Source: an optimization exercise on an open RTL-to-GDS flow (aim: small area, a short achievable clock period and few clock cycles per item). Production flows keep margins and buffers that such runs may drop.
Where RTL was checked, it was by simulation tests only, not by an equivalence proof against the original.

== north ==
// loeffler_dct_8
module loeffler_dct_8 (
    input  wire logic    clock,
    input  wire logic    nreset,
    input  wire dct_pkg::sample_t fetch_data,
    output dct_pkg::bin_t         fetch_addr,
    output dct_pkg::result_t      result,
    output logic         frame_done
);
For scale: roughly 210 flip-flops, roughly 34 I/O pins, ~16000 sq um of cells after synthesis.
==> flow/config.mk <==
export PLATFORM = sky130hd
export DESIGN_NAME = loeffler_dct_8
export DESIGN_NICKNAME = loeffler_dct_8
export VERILOG_FILES = /design/flow/design.v
export SDC_FILE = /design/flow/constraint.sdc
export NUM_CORES = 4
export LEC_CHECK = 0
export CAP_MARGIN = 20
export CORE_MARGIN = 2
export CORE_UTILIZATION = 60
export CTS_BUF_LIST = sky130_fd_sc_hd__clkbuf_4 sky130_fd_sc_hd__clkbuf_8
export SETUP_SLACK_MARGIN = 4.5
export SLEW_MARGIN = 20
export TNS_END_PERCENT = 5
==> flow/constraint.sdc <==
create_clock -name core_clock -period 8.5 [get_ports {clock}]
set_input_delay 1.7000 -clock core_clock [delete_from_list [all_inputs] [get_ports {clock}]]
set_output_delay 1.7000 -clock core_clock [all_outputs]
set_load 0.01 [all_outputs]
run.sh (not shown) runs the stock make flow with config.mk's settings and CLKGATE_MAP_FILE= SYNTH_SCRIPT=/design/flow/synth_recipe.tcl, a recipe that flattens the netlist after the stock synthesis.
Testbench counts of north, summed over its fixed seeds: cycles 3,528, frames 384.
Edits applied to the flow inputs when going from north to south:
--- a/flow/design.v
+++ b/flow/design.v
@@ -54,39 +54,41 @@
         if (p[1]) fetch_addr = 3'd7;
         if (p[2]) fetch_addr = 3'd3;
         if (p[3]) fetch_addr = 3'd4;
         if (p[4]) fetch_addr = 3'd1;
         if (p[5]) fetch_addr = 3'd6;
         if (p[6]) fetch_addr = 3'd2;
     end
     wire signed [7:0] x = fetch_data;
     logic signed [7:0] h;
-    logic signed [8:0] k;
+    logic signed [9:0] k;                
     logic signed [8:0] d;
-    logic signed [9:0] ea, eb;           
+    logic signed [9:0] ea;               
     logic signed [10:0] ev;              
     logic signed [10:0] bq1, bq2;        
     wire esum = p[4] || p[8];
-    wire signed [9:0] u1 = 10'(h) + 10'(x) + (esum ? 10'(k) : 10'sd0);
-    wire signed [9:0] u3 = 10'(k) - 10'(h) - 10'(x);
+    wire signed [9:0] u1 = 10'(h) + 10'(x) + (esum ? k : 10'sd0);
+    wire signed [9:0] u3 = k - 10'(h) - 10'(x);
     wire signed [8:0] u2 = 9'(h) - 9'(x);
     always_ff @(posedge clock) begin
         h <= x;                          
-        if (p[2] || p[6]) k <= u1[8:0];
+        if (p[2] || p[6])
+            k <= u1;
+        else if (esum)
+            k <= u3;
         if (p[2] || p[4] || p[6] || p[8]) d <= u2;
-        if (p[4]) ea <= u1;
-        if (esum) eb <= u3;
+        ea <= u1;                        
         if (p[8])
             ev <= 11'(u1);
         else if (p[5])
             ev <= 11'(ea);
         else if (p[6] || p[1])
-            ev <= 11'(eb);
+            ev <= 11'(k);
         else if (p[3])
             ev <= bq1;
         else if (p[4])
             ev <= bq2;
     end
     logic signed [8:0] op, ow;           
     logic signed [9:0] o0, o1, o2, o3;
     logic oa, ob, c213, c251, c142, c50, c2x, oxs, oys, ok0, ok1, ok2;
     always_ff @(posedge clock) begin
==> comparison <==
south ended up with a lower critical path depth than north did. When the final numbers for south and north were put side by side, the upper clock frequency limit turned out to be greater in north. Diff south and north: pre-CTS setup slack lower in south. Post-synthesis area per instance | south below north. [compare] base=north new=south: worst hold-check slack has decreased; vertical die dimension has decreased; average routed wire per standard cell has increased. south against north; number of signal-net buffers in the layout is down by more than 10%. Comparing south with north, the required time of the critical path came out essentially unchanged. Summary: with north as the reference, final design instance area without fill in south moved down slightly. Re core utilization: south is 0.42 points up on north.
For south, only the layout was checked, not whether the RTL still works.

========
Setup of the baseline:
loeffler_dct_8, a different RTL version from the one above (not shown whole).
For scale: roughly 34 I/O pins, roughly 0.017 mm^2 of cells after synthesis.
export LEC_CHECK = 0
export ABC_CLOCK_PERIOD_IN_PS = 4000
export CAP_MARGIN = 20
export CORE_MARGIN = 2
export CORE_UTILIZATION = 40
export SETUP_SLACK_MARGIN = 4.5
export SLEW_MARGIN = 20
create_clock -name core_clock -period 8.5 [get_ports {clock}]
Testbench counts of the baseline, summed over its fixed seeds: cycles 4,704, frames 384.
Input-level comparison between the candidate and the baseline:
-- flow/design.v --
<<< the baseline, line 120
    wire signed [17:0] pa2_full =
          (w2v <<< 8)
        - ((ga2 || gb2) ? w2v : 18'sd0)
        - (ga2 ? (w2v <<< 1) : gb2 ? (w2v <<< 2) : 18'sd0)
        - (ga2 ? (w2v <<< 3) : 18'sd0)
        - (ga2 ? (w2v <<< 5) : 18'sd0);
    wire signed [17:0] pb2_full =
          (gi2 ? (w2v <<< 8) : 18'sd0)
        + (ga2 ? (w2v <<< 7) : 18'sd0)
        + (gb2 ? (w2v <<< 5) : 18'sd0)
        + ((ga2 || gb2) ? (w2v <<< 4) : 18'sd0)
        + (ga2 ? -(w2v <<< 1) : gb2 ? (w2v <<< 1) : 18'sd0);
    logic signed [8:0] pa2, pb2;
    always_ff @(posedge clock) begin
>>> the candidate, line 120
    wire signed [17:0] pa2_full =
          (w2v <<< 8)
        - (ga2 ? (w2v <<< 5) : 18'sd0)
        - (ga2 ? (w2v <<< 3) : gb2 ? (w2v <<< 2) : 18'sd0)
        - (ga2 ? (w2v <<< 1) : 18'sd0)
        - (gi2 ? 18'sd0 : w2v);
    wire signed [17:0] pb2_full =
          (gi2 ? (w2v <<< 8) : ga2 ? (w2v <<< 7) : (w2v <<< 5))
        + (ga2 ? (w2v <<< 3) : gb2 ? (w2v <<< 4) : 18'sd0)
        + (ga2 ? (w2v <<< 2) : 18'sd0)
        + (gi2 ? 18'sd0 : (w2v <<< 1));
    logic signed [8:0] pa2, pb2;
    always_ff @(posedge clock) begin
<<< the baseline, line 149
    wire gi3 = !(g91 || gr3);
    wire signed [19:0] w3v = 20'(v3);
    wire signed [19:0] pa3_full =
          (gi3 ? (w3v <<< 8) : (w3v <<< 7))
        + (g91 ? -(w3v <<< 5) : gr3 ? (w3v <<< 4) : 20'sd0)
        - (gi3 ? 20'sd0 : (w3v <<< 2))
        - (gi3 ? 20'sd0 : w3v);
    wire signed [19:0] pb3_full =
          (g91 ? (w3v <<< 7) : (w3v <<< 8))
        + (gr3 ? (w3v <<< 6) : g91 ? -(w3v <<< 5) : 20'sd0)
        + (gr3 ? (w3v <<< 4) : g91 ? -(w3v <<< 2) : 20'sd0)
        - (gr3 ? (w3v <<< 1) : g91 ? w3v : 20'sd0);
    logic signed [9:0]  pa3;
    logic signed [10:0] pb3;
>>> the candidate, line 148
    wire gi3 = !(g91 || gr3);
    wire signed [19:0] w3v = 20'(v3);
    wire signed [19:0] c91 = g91 ? 20'sd2 : 20'sd0;
    wire signed [19:0] pa3_full =
          (gi3 ? (w3v <<< 8) : (w3v <<< 7))
        + (g91 ? ~(w3v <<< 5) : gr3 ? (w3v <<< 4) : 20'sd0)
        - (gi3 ? 20'sd0 : (w3v <<< 2))
        - (gi3 ? 20'sd0 : w3v)
        + (g91 ? 20'sd1 : 20'sd0);
    wire signed [19:0] pb3_full =
          (g91 ? (w3v <<< 7) : (w3v <<< 8))
        + (gr3 ? (w3v <<< 6) : g91 ? ~(w3v <<< 5) : 20'sd0)
        + (gr3 ? (w3v <<< 4) : g91 ? ~(w3v <<< 2) : 20'sd0)
        - (gr3 ? (w3v <<< 1) : g91 ? w3v : 20'sd0)
        + c91;
    logic signed [9:0]  pa3;
    logic signed [10:0] pb3;
### Flow results
- Having completed the whole flow, the candidate delivered a layout that passed the timing, design-rule and antenna checks.
- The met1 layer wirelength in the final routing number comes out higher for the baseline vs the candidate.
- Critical path depth down 5 in the candidate wrt the baseline
- Changes observed in the candidate relative to the baseline: signed area change from the synthesized netlist to the final layout fell 3.5 points; gate count of the mapped netlist fell 2.1%; routed wire length fell about 3%; highest achievable clock rate rose 2.6 MHz.
- In the candidate, the first-pass GRT wire length came out about 2.7% below the value in the baseline.
- Sort the candidate and the baseline by fraction of synthesized area in multiplexers, descending, and the candidate comes first.
- The candidate reports a higher delay of the slowest cell on the worst path than the baseline does.
- When the final numbers for the candidate and the baseline were put side by side, the post-route worst setup slack turned out to be smaller in the baseline.
- Count of multi-input combinational gates, the candidate and the baseline: higher on the baseline
Testbench counts of the candidate, summed over its fixed seeds: cycles 4,704, frames 384.

========
The RTL this note starts from:
==> flow/design.v <==
`default_nettype none
package dct_pkg;
    typedef logic signed [7:0]  sample_t;     
    typedef logic signed [15:0] word_t;       
    typedef logic        [8:0]  coeff_t;      
    typedef logic        [2:0]  coeff_sel_t;
    typedef logic        [4:0]  spad_addr_t;  
    typedef logic        [5:0]  step_t;
    typedef logic        [2:0]  bin_t;        
    typedef struct packed {
        logic       wr_from_mul;   
        logic       wr_en;
        logic       wr_out;        
        spad_addr_t wr_addr;
        coeff_sel_t coeff_sel;
        logic       op2_from_mul;
        logic       op1_from_mul;
        logic       neg_op2;
        logic       neg_op1;
        logic       latch_op1;
        logic       rd_spad;       
        spad_addr_t rd_addr;
    } ucode_t;
    typedef struct packed {
        logic  valid;
        bin_t  index;
        word_t data;
    } result_t;
endpackage
`default_nettype wire
`default_nettype none
module loeffler_dct_8 (
    input  wire logic    clock,
    input  wire logic    nreset,
    input  wire dct_pkg::sample_t fetch_data,
    output dct_pkg::bin_t         fetch_addr,
    output dct_pkg::result_t      result,
    output logic         frame_done
);
    logic [8:0] p;
    logic       run;                 
    wire  [8:0] np = nreset ? 9'd1 : {p[7:0], p[8]};
    always_ff @(posedge clock) begin
        p <= np;
        if (nreset)
            run <= 1'b0;
        else if (p[8])
            run <= 1'b1;
    end
    assign frame_done = p[8];
    always_comb begin
        fetch_addr = 3'd5;
        if (p[0]) fetch_addr = 3'd0;
        if (p[1]) fetch_addr = 3'd7;
        if (p[2]) fetch_addr = 3'd3;
        if (p[3]) fetch_addr = 3'd4;
        if (p[4]) fetch_addr = 3'd1;
        if (p[5]) fetch_addr = 3'd6;
        if (p[6]) fetch_addr = 3'd2;
    end
    wire signed [7:0] x = fetch_data;
    logic signed [7:0] h;
    logic signed [8:0] k;
    logic signed [8:0] d;
    logic signed [9:0] ea, eb;
    wire esum = p[4] || p[8];
    wire signed [9:0] u1 = 10'(h) + 10'(x) + (esum ? 10'(k) : 10'sd0);
    wire signed [9:0] u3 = 10'(k) - 10'(h) - 10'(x);
    wire signed [8:0] u2 = 9'(h) - 9'(x);
    always_ff @(posedge clock) begin
        h <= x;                          
        if (p[2] || p[6]) k <= u1[8:0];
        if (p[2] || p[4] || p[6] || p[8]) d <= u2;
        if (esum) begin
            ea <= u1;
            eb <= u3;
        end
    end
    logic signed [8:0] op, ow;           
    logic signed [9:0] o0, o1, o2, o3;
    logic oa, ob, c213, c251, c142, c50, c2x, oxs, oys;
    always_ff @(posedge clock) begin
        oa   <= np[3] || np[5] || np[7] || np[0];
        ob   <= np[4] || np[6] || np[8] || np[1];
        c213 <= np[3] || np[5];
        c251 <= np[7] || np[0];
        c142 <= np[4] || np[6];
        c50  <= np[8] || np[1];
        c2x  <= np[3] || np[5] || np[8] || np[1];
        oxs  <= np[5] || np[0];          
        oys  <= np[6] || np[1];          
    end
    wire signed [18:0] wd = 19'(d);
    wire signed [18:0] oc =
          (ob ? 19'sd255 : 19'sd0)
        + (c2x ? 19'sd1 : 19'sd0)
        + (oxs ? 19'sd1 : 19'sd0);
    wire signed [18:0] ot =
          (oa ? (wd <<< 8) : 19'sd0)
        - (c142 ? (wd <<< 7) : c2x ? (wd <<< 5) : 19'sd0)
        - (ob ? (wd <<< 4) : c213 ? (wd <<< 3) : c251 ? (wd <<< 2) : 19'sd0)
        + (c142 ? (wd <<< 1) : c2x ? ~(wd <<< 1) : 19'sd0)
        - (oa ? wd : 19'sd0)
        + (oxs ? ~(19'(ow) <<< 8) : oys ? (19'(op) <<< 8) : 19'sd0)
        + oc;
    wire signed [9:0] ov = ot[17:8];
    always_ff @(posedge clock) begin
        if (p[3] || p[7]) op <= ov[8:0];
        ow <= ov[8:0];                   
        if (p[5]) o0 <= ov;
        if (p[6]) o3 <= ov;
        if (p[0]) o1 <= ov;
        if (p[1]) o2 <= ov;
    end
    logic signed [8:0]  x91;
    logic signed [9:0]  p139;
    logic signed [10:0] w334;
    logic a91, a139, b91, b334, ea_n, eA, exy, ex2, ey3;
    always_ff @(posedge clock) begin
        a91  <= np[5] || np[0];
        a139 <= np[6] || np[2];
        b91  <= np[1];
        b334 <= np[7] || np[3];
        ea_n <= np[5] || np[0] || np[1];
        eA   <= np[5] || np[0] || np[6] || np[2];
        exy  <= np[0] || np[1];
        ex2  <= np[2];
        ey3  <= np[3];
    end
    wire signed [9:0]  ev = ea_n ? ea : eb;
    wire signed [19:0] we = 20'(ev);
    wire signed [19:0] ec =
          (a91 ? 20'sd3 : 20'sd0)
        + (a139 ? 20'sd2 : 20'sd0)
        + (ex2 ? 20'sd1 : 20'sd0)
        + (b91 ? 20'sd256 : 20'sd0)
        + (b334 ? 20'sd258 : 20'sd0);
    wire signed [19:0] et =
          (eA ? (we <<< 7) : b91 ? ~(we <<< 7) : b334 ? ~(we <<< 8) : 20'sd0)
        + (a91 ? ~(we <<< 5) : a139 ? (we <<< 4) : b91 ? (we <<< 5) : b334 ? ~(we <<< 6) : 20'sd0)
        + (eA ? ~(we <<< 2) : b91 ? (we <<< 2) : b334 ? ~(we <<< 4) : 20'sd0)
        + (eA ? ~we : b91 ? we : b334 ? (we <<< 1) : 20'sd0)
        + (exy ? (20'(x91) <<< 8) : ex2 ? ~(20'(w334) <<< 8) :
           ey3 ? (20'(p139) <<< 8) : 20'sd0)
        + ec;
    wire signed [10:0] evr = et[18:8];
    always_ff @(posedge clock) begin
        if (p[5]) x91  <= evr[8:0];
        if (p[6]) p139 <= evr[9:0];
        if (p[7]) w334 <= evr;
    end
    logic signed [10:0] b1, b2;
    wire use0 = p[3] || p[4] || p[5];
    wire use1 = p[2] || p[4] || p[5];
    wire use2 = p[3] || p[4] || p[5];
    wire use3 = p[2] || p[4] || p[5];
    wire neg0 = p[5];
    wire neg1 = p[2];
    wire neg2 = p[3] || p[5];
    wire signed [11:0] qc = (p[2] || p[3]) ? 12'sd1 : p[5] ? 12'sd2 : 12'sd0;
    wire signed [11:0] qs =
          (use0 ? (neg0 ? ~(12'(o0)) : 12'(o0)) : 12'sd0)
        + (use1 ? (neg1 ? ~(12'(o1)) : 12'(o1)) : 12'sd0)
        + (use2 ? (neg2 ? ~(12'(o2)) : 12'(o2)) : 12'sd0)
        + (use3 ? 12'(o3) : 12'sd0)
        + qc;
    always_ff @(posedge clock) begin
        if (p[2]) b1 <= qs[10:0];
        if (p[3]) b2 <= qs[10:0];
    end
    wire signed [10:0] bv = p[6] ? b1 : b2;
    wire signed [19:0] wb = 20'(bv);
    wire signed [19:0] k362 = (wb <<< 8) + (wb <<< 6) + (wb <<< 5) + (wb <<< 3) + (wb <<< 1);
    logic signed [11:0] r;
    logic               rvalid;
    logic [2:0]         ridx;
    always_ff @(posedge clock) begin
        if (p[0] || p[1] || p[2] || p[3])
            r <= 12'(evr);
        else if (p[4] || p[5])
            r <= qs;
        else
            r <= k362[19:8];
        rvalid <= run && !p[8] && !nreset;
        ridx   <= (p[0] ? 3'd0 : 3'd0) | (p[1] ? 3'd4 : 3'd0) | (p[2] ? 3'd2 : 3'd0) |
                  (p[3] ? 3'd6 : 3'd0) | (p[4] ? 3'd1 : 3'd0) | (p[5] ? 3'd7 : 3'd0) |
                  (p[6] ? 3'd3 : 3'd0) | (p[7] ? 3'd5 : 3'd0);
    end
    assign result.valid = rvalid;
    assign result.index = ridx;
    assign result.data  = 16'(r);
endmodule
`default_nettype wire
clock: 8.5 ns
lec_check: 0
cap_margin: 20
core_margin: 2
core_utilization: 55
setup_slack_margin: 4.5
slew_margin: 20
Testbench counts at the start, summed over its fixed seeds: cycles 3,528, frames 384.
Rerun with:
--- a/flow/design.v
+++ b/flow/design.v
@@ -59,25 +59,26 @@
         if (p[6]) fetch_addr = 3'd2;
     end
     wire signed [7:0] x = fetch_data;
     logic signed [7:0] h;
     logic signed [8:0] k;
     logic signed [8:0] d;
-    logic signed [9:0] ea, eb;
+    logic signed [9:0] ev, eb;           
     wire esum = p[4] || p[8];
     wire signed [9:0] u1 = 10'(h) + 10'(x) + (esum ? 10'(k) : 10'sd0);
     wire signed [9:0] u3 = 10'(k) - 10'(h) - 10'(x);
     wire signed [8:0] u2 = 9'(h) - 9'(x);
     always_ff @(posedge clock) begin
         h <= x;                          
         if (p[2] || p[6]) k <= u1[8:0];
         if (p[2] || p[4] || p[6] || p[8]) d <= u2;
-        if (esum) begin
-            ea <= u1;
-            eb <= u3;
-        end
+        if (esum) eb <= u3;
+        if (esum)
+            ev <= u1;
+        else if (p[5] || p[1])
+            ev <= eb;
     end
     logic signed [8:0] op, ow;           
     logic signed [9:0] o0, o1, o2, o3;
     logic oa, ob, c213, c251, c142, c50, c2x, oxs, oys;
     always_ff @(posedge clock) begin
         oa   <= np[3] || np[5] || np[7] || np[0];
@@ -88,22 +89,21 @@
         c50  <= np[8] || np[1];
         c2x  <= np[3] || np[5] || np[8] || np[1];
         oxs  <= np[5] || np[0];          
         oys  <= np[6] || np[1];          
     end
     wire signed [18:0] wd = 19'(d);
-    wire signed [18:0] oc =
-          (ob ? 19'sd255 : 19'sd0)
-        + (c2x ? 19'sd1 : 19'sd0)
-        + (oxs ? 19'sd1 : 19'sd0);
+    wire signed [18:0] oc = c213 ? (oxs ? 19'sd5 : 19'sd4) :
+                            c251 ? (oxs ? 19'sd3 : 19'sd2) :
+                            c142 ? 19'sd257 : 19'sd258;
     wire signed [18:0] ot =
-          (oa ? (wd <<< 8) : 19'sd0)
-        - (c142 ? (wd <<< 7) : c2x ? (wd <<< 5) : 19'sd0)
-        - (ob ? (wd <<< 4) : c213 ? (wd <<< 3) : c251 ? (wd <<< 2) : 19'sd0)
-        + (c142 ? (wd <<< 1) : c2x ? ~(wd <<< 1) : 19'sd0)
-        - (oa ? wd : 19'sd0)
+          (oa ? (wd <<< 8) : c142 ? ~(wd <<< 7) : ~(wd <<< 5))
+        + (c213 ? ~(wd <<< 5) : ob ? ~(wd <<< 4) : 19'sd0)
+        + (c213 ? ~(wd <<< 3) : c251 ? ~(wd <<< 2) : c142 ? (wd <<< 1) : ~(wd <<< 1))
+        + (c213 ? ~(wd <<< 1) : 19'sd0)
+        + (oa ? ~wd : 19'sd0)
         + (oxs ? ~(19'(ow) <<< 8) : oys ? (19'(op) <<< 8) : 19'sd0)
         + oc;
     wire signed [9:0] ov = ot[17:8];
     always_ff @(posedge clock) begin
         if (p[3] || p[7]) op <= ov[8:0];
         ow <= ov[8:0];                   
@@ -112,25 +112,23 @@
         if (p[0]) o1 <= ov;
         if (p[1]) o2 <= ov;
     end
     logic signed [8:0]  x91;
     logic signed [9:0]  p139;
     logic signed [10:0] w334;
-    logic a91, a139, b91, b334, ea_n, eA, exy, ex2, ey3;
+    logic a91, a139, b91, b334, eA, exy, ex2, ey3;
     always_ff @(posedge clock) begin
         a91  <= np[5] || np[0];
         a139 <= np[6] || np[2];
         b91  <= np[1];
         b334 <= np[7] || np[3];
-        ea_n <= np[5] || np[0] || np[1];
         eA   <= np[5] || np[0] || np[6] || np[2];
         exy  <= np[0] || np[1];
         ex2  <= np[2];
         ey3  <= np[3];
     end
-    wire signed [9:0]  ev = ea_n ? ea : eb;
     wire signed [19:0] we = 20'(ev);
     wire signed [19:0] ec =
           (a91 ? 20'sd3 : 20'sd0)
         + (a139 ? 20'sd2 : 20'sd0)
         + (ex2 ? 20'sd1 : 20'sd0)
         + (b91 ? 20'sd256 : 20'sd0)
After rerunning:
- clock skew rises by 0.0075 ns
- sequential share of layout area fell by 0.58 points
- design area increases by 1.4%
- critical path depth goes down by 1
- area after synthesis climbs by 3.8%
- final cell count is higher by 4.4%
- setup slack got worse by 0.10 ns
- wire length went down by 1.9%
No functional check of the RTL was part of the second run of this note.

-- separate check: timing with driven ports --
No port has a modelled driver above. Below, the same layouts with a new extraction and two added sets of constraints. Step 1: set_driving_cell puts a clkbuf_16 on clock and a buf_2 on each other input, an assumption about the parent block. Step 2 adds t to the input delays and takes it off the output delays; t is the mean of the earliest and latest rising clock arrival at the registers after step 1. Input paths then give back, and output paths get back, about the clock's delay inside the block. Three values: ideal, step 1, step 2; two values: the first two.
run	t, ns	slack for setup (ns)	clock arrival spread, ns
north	0.581	3.780 / 3.780 / 3.355	0.033 / 0.033
south	0.566	3.645 / 3.645 / 3.396	0.022 / 0.022
the baseline	0.587	4.200 / 4.200 / 4.187	0.011 / 0.010
the candidate	0.583	4.247 / 4.247 / 4.247	0.015 / 0.015
the first run of note 3	0.487	3.693 / 3.693 / 3.693	0.011 / 0.011
the second run of note 3	0.506	3.588 / 3.588 / 3.588	0.019 / 0.019
After both steps setup and hold are still met in every run listed. For north, which loses most, drivers alone change the setup slack by 0.000 ns; drivers and shift together by -0.425 ns.
